Background: an optimization exercise with open tools, aiming at small area, a short achievable clock period and few clock cycles per item. Do not read the settings as production practice. Where RTL was checked, it was by simulation tests only, not by an equivalence proof against the original. No activity file was given, so power comes from the tool's default toggle rates.

== the previous run ==
Design ahb3_tile, start of the top module:
module ahb3_tile (
  input  logic                clk,
  input  logic                arst_n_i,
  input  logic                hsel_i,
  input  logic [31:0]         haddr_i,
  input  logic                hwrite_i,
  input  logic [2:0]          hsize_i,
  input  logic [1:0]          htrans_i,
  input  logic [31:0]         hwdata_i,
  output logic [31:0]         hrdata_o,
  output logic                hready_o,
  output logic                hresp_o
);
==> module ahb3_sram_sel8, before the edit <==
module ahb3_sram_sel8 (
  input  logic [7:0] sel_i,
  input  logic [7:0] d_i,
  output logic       y
);
  logic [2:0] grp_n;
  ahb3_sram_a222oi u_g0 (.s(sel_i[2:0]), .d(d_i[2:0]), .y(grp_n[0]));
  ahb3_sram_a222oi u_g1 (.s(sel_i[5:3]), .d(d_i[5:3]), .y(grp_n[1]));
  assign grp_n[2] = !((sel_i[6] & d_i[6]) | (sel_i[7] & d_i[7]));
  assign y = !(&grp_n);
endmodule
==> module ahb3_sram_a222oi, before the edit <==
module ahb3_sram_a222oi (
  input  logic [2:0] s,
  input  logic [2:0] d,
  output logic       y
);
  assign y = !(|(s & d));
endmodule
Settings: LEC_CHECK=0, CAP_MARGIN=20, CORE_MARGIN=2, CORE_UTILIZATION=75, GPL_ROUTABILITY_DRIVEN=0, PLACE_DENSITY=0.82, SETUP_SLACK_MARGIN=4.0, SLEW_MARGIN=20, SYNTH_HIERARCHICAL=1, SYNTH_MEMORY_MAX_BITS=16384; clock period 7.0 ns.
standard.sh (not shown) runs the stock make flow with config.mk's settings and CLKGATE_MAP_FILE= SYNTH_SCRIPT=/design/flow/synth_recipe.tcl, a recipe that flattens the netlist after the stock synthesis.
==> flow/flow/run.sh <==
#!/bin/bash
# The standard layout (standard.sh), with three changes:
#  - the port buffers are plain buffers instead of delay cells,
#  - repair may swap a cell for one of another footprint (so a slow buffer
#    can become a fast one),
#  - clock tree leaves drive larger clusters, and no dummy loads are added.
# Each ORFS step keeps its own log under orfs/logs/; make's output is in
# flow.log.
set -euo pipefail
bash standard.sh \
  BUFFER_PORTS_ARGS="-buffer_cell sky130_fd_sc_hd__buf_4" \
  MATCH_CELL_FOOTPRINT=0 \
  CTS_ARGS="-sink_clustering_enable -repair_clock_nets -dont_use_dummy_load -sink_clustering_size 22 -sink_clustering_max_diameter 60" \
  finish > flow.log 2>&1
Edits applied to the flow inputs when going from the previous run to the current run:
-- flow/design.v --
<<< the previous run, line 275
  output logic       y
);
  logic [2:0] grp_n;
  ahb3_sram_a222oi u_g0 (.s(sel_i[2:0]), .d(d_i[2:0]), .y(grp_n[0]));
  ahb3_sram_a222oi u_g1 (.s(sel_i[5:3]), .d(d_i[5:3]), .y(grp_n[1]));
  assign grp_n[2] = !((sel_i[6] & d_i[6]) | (sel_i[7] & d_i[7]));
  assign y = !(&grp_n);
endmodule
module ahb3_sram_a222oi (
  input  logic [2:0] s,
  input  logic [2:0] d,
  output logic       y
);
  assign y = !(|(s & d));
endmodule
module ahb3_sram_a22oi (
>>> the current run, line 275
  output logic       y
);
  logic [3:0] pair_n;
  for (genvar p = 0; p < 4; p++) begin : g_pair
    assign pair_n[p] = !((sel_i[2*p] & d_i[2*p]) | (sel_i[2*p+1] & d_i[2*p+1]));
  end
  assign y = !(&pair_n);
endmodule
module ahb3_sram_a22oi (
==> results.txt <==
- In the current run, the via count came out 1.8% below the value in the previous run.
- Re final instance area: the previous run was lower than the current run.
- [compare] base=the previous run new=the current run: shortest clock period the worst path allows after layout dropped 180 ps, clock-buffer cell count decreased 34, count of mapped cells out of synthesis increased by about 7% relative to the old numbers, combined area of all synthesized cells grew by 1.3%.
- For the current run, the launching instance or port of the critical path was u_ram.half_n_q[13], unlike the previous run, where it was haddr_i[3].
- Changes observed in the current run relative to the previous run: part of the total power dissipated in the clock network down 1.0 points; combinational share of power down 0.2 points; fmax up 17 MHz; detailed placer's ending HPWL up 1.7%; share of cell area taken by flip-flops and latches down 0.33 points.
- The current run has completed all stages; timing, DRC and antenna checks passed.
Testbench counts of the current run, summed over its fixed seeds: cycles 26,056, transfers 26,048.
Function not checked in the previous run: the RTL went through the layout flow alone.

--- another note on this design; it stands on its own ---

## run 1
// ahb3_tile
module ahb3_tile (
  input  logic                clk,
  input  logic                arst_n_i,
  input  logic                hsel_i,
  input  logic [31:0]         haddr_i,
  input  logic                hwrite_i,
  input  logic [2:0]          hsize_i,
  input  logic [1:0]          htrans_i,
  input  logic [31:0]         hwdata_i,
  output logic [31:0]         hrdata_o,
  output logic                hready_o,
  output logic                hresp_o
);
Size in the first run: about 8400 flip-flops, ~110 I/O pins, ~300000 um^2 of cells after synthesis.
clock: 7.0 ns
lec_check: 0
cap_margin: 20
core_margin: 2
core_utilization: 72
gpl_routability_driven: 0
place_density: 0.8
setup_slack_margin: 3.8
slew_margin: 20
synth_hierarchical: 1
synth_memory_max_bits: 16384
standard.sh (not shown) runs the stock make flow with config.mk's settings and CLKGATE_MAP_FILE= SYNTH_SCRIPT=/design/flow/synth_recipe.tcl, a recipe that flattens the netlist after the stock synthesis.
==> flow/flow/run.sh <==
#!/bin/bash
# The standard layout (standard.sh), with three changes:
#  - the port buffers are plain buffers instead of delay cells,
#  - repair may swap a cell for one of another footprint (so a slow buffer
#    can become a fast one),
#  - clock tree leaves drive larger clusters, and no dummy loads are added.
# Each ORFS step keeps its own log under orfs/logs/; make's output is in
# flow.log.
set -euo pipefail
bash standard.sh \
  BUFFER_PORTS_ARGS="-buffer_cell sky130_fd_sc_hd__buf_4" \
  MATCH_CELL_FOOTPRINT=0 \
  CTS_ARGS="-sink_clustering_enable -repair_clock_nets -dont_use_dummy_load -sink_clustering_size 16 -sink_clustering_max_diameter 45 -sink_clustering_buffer sky130_fd_sc_hd__clkbuf_8" \
  finish > flow.log 2>&1
Testbench counts of run 1, summed over its fixed seeds: cycles 26,056, transfers 26,048.
--- input diff run 1..run 2 ---
- CORE_UTILIZATION changed from 72 to 70
- PLACE_DENSITY changed from 0.8 to 0.78
- SETUP_SLACK_MARGIN changed from 3.8 to 4.0
For run 1 and run 2, there was not a single run that failed to finish clean. Compared with run 1, run 2 shows a lower sequential fraction of design power. Changes observed in run 2 relative to run 1: clock power flat, number of setup buffers added after CTS down about 11%, transition time of the tightest slew-check pin up 0.019 ns, count of buffers not belonging to the clock network in the layout up about 1.7%. Slowest stage cell on the critical path = sky130_fd_sc_hd__a22oi_1: run 1; slowest stage cell on the critical path = sky130_fd_sc_hd__dfxtp_4: run 2. | total power after layout | run 2 vs run 1 | worse |. The total length of routed wires of run 2 was inferior to that of run 1.

-- re-timing with driven ports --
No port has a modelled driver above. Below, the same layouts with a new extraction and two added sets of constraints.
Step 1, drivers: a clkbuf_16 drives clk and a buf_2 each remaining input, both assumed.
Step 2 moves the port delays by t, midway between the first and last clock arrival at a register: inputs arrive t later, outputs are due t later. That takes back most of the time a late clock gives input paths.
Three values: ideal, step 1, step 2; two values: the first two.
| run | shift t [ns] | slack for setup (ns) | worst register clock-pin slew, ns | worst data-port slew with drivers (ns) |
|---|---|---|---|---|
| the previous run | 1.179 | 3.647 / 3.442 / 2.263 | 0.10 / 0.10 | 0.53 |
| the current run | 1.139 | 3.825 / 3.515 / 2.377 | 0.10 / 0.10 | 0.55 |
| run 1 | 1.160 | 3.652 / 3.611 / 2.451 | 0.11 / 0.11 | 0.23 |
| run 2 | 1.149 | 3.794 / 3.629 / 2.480 | 0.10 / 0.10 | 0.48 |
After both steps setup and hold are still met in every run listed. For the current run, which loses most, drivers alone change the setup slack by -0.310 ns; drivers and shift together by -1.448 ns.
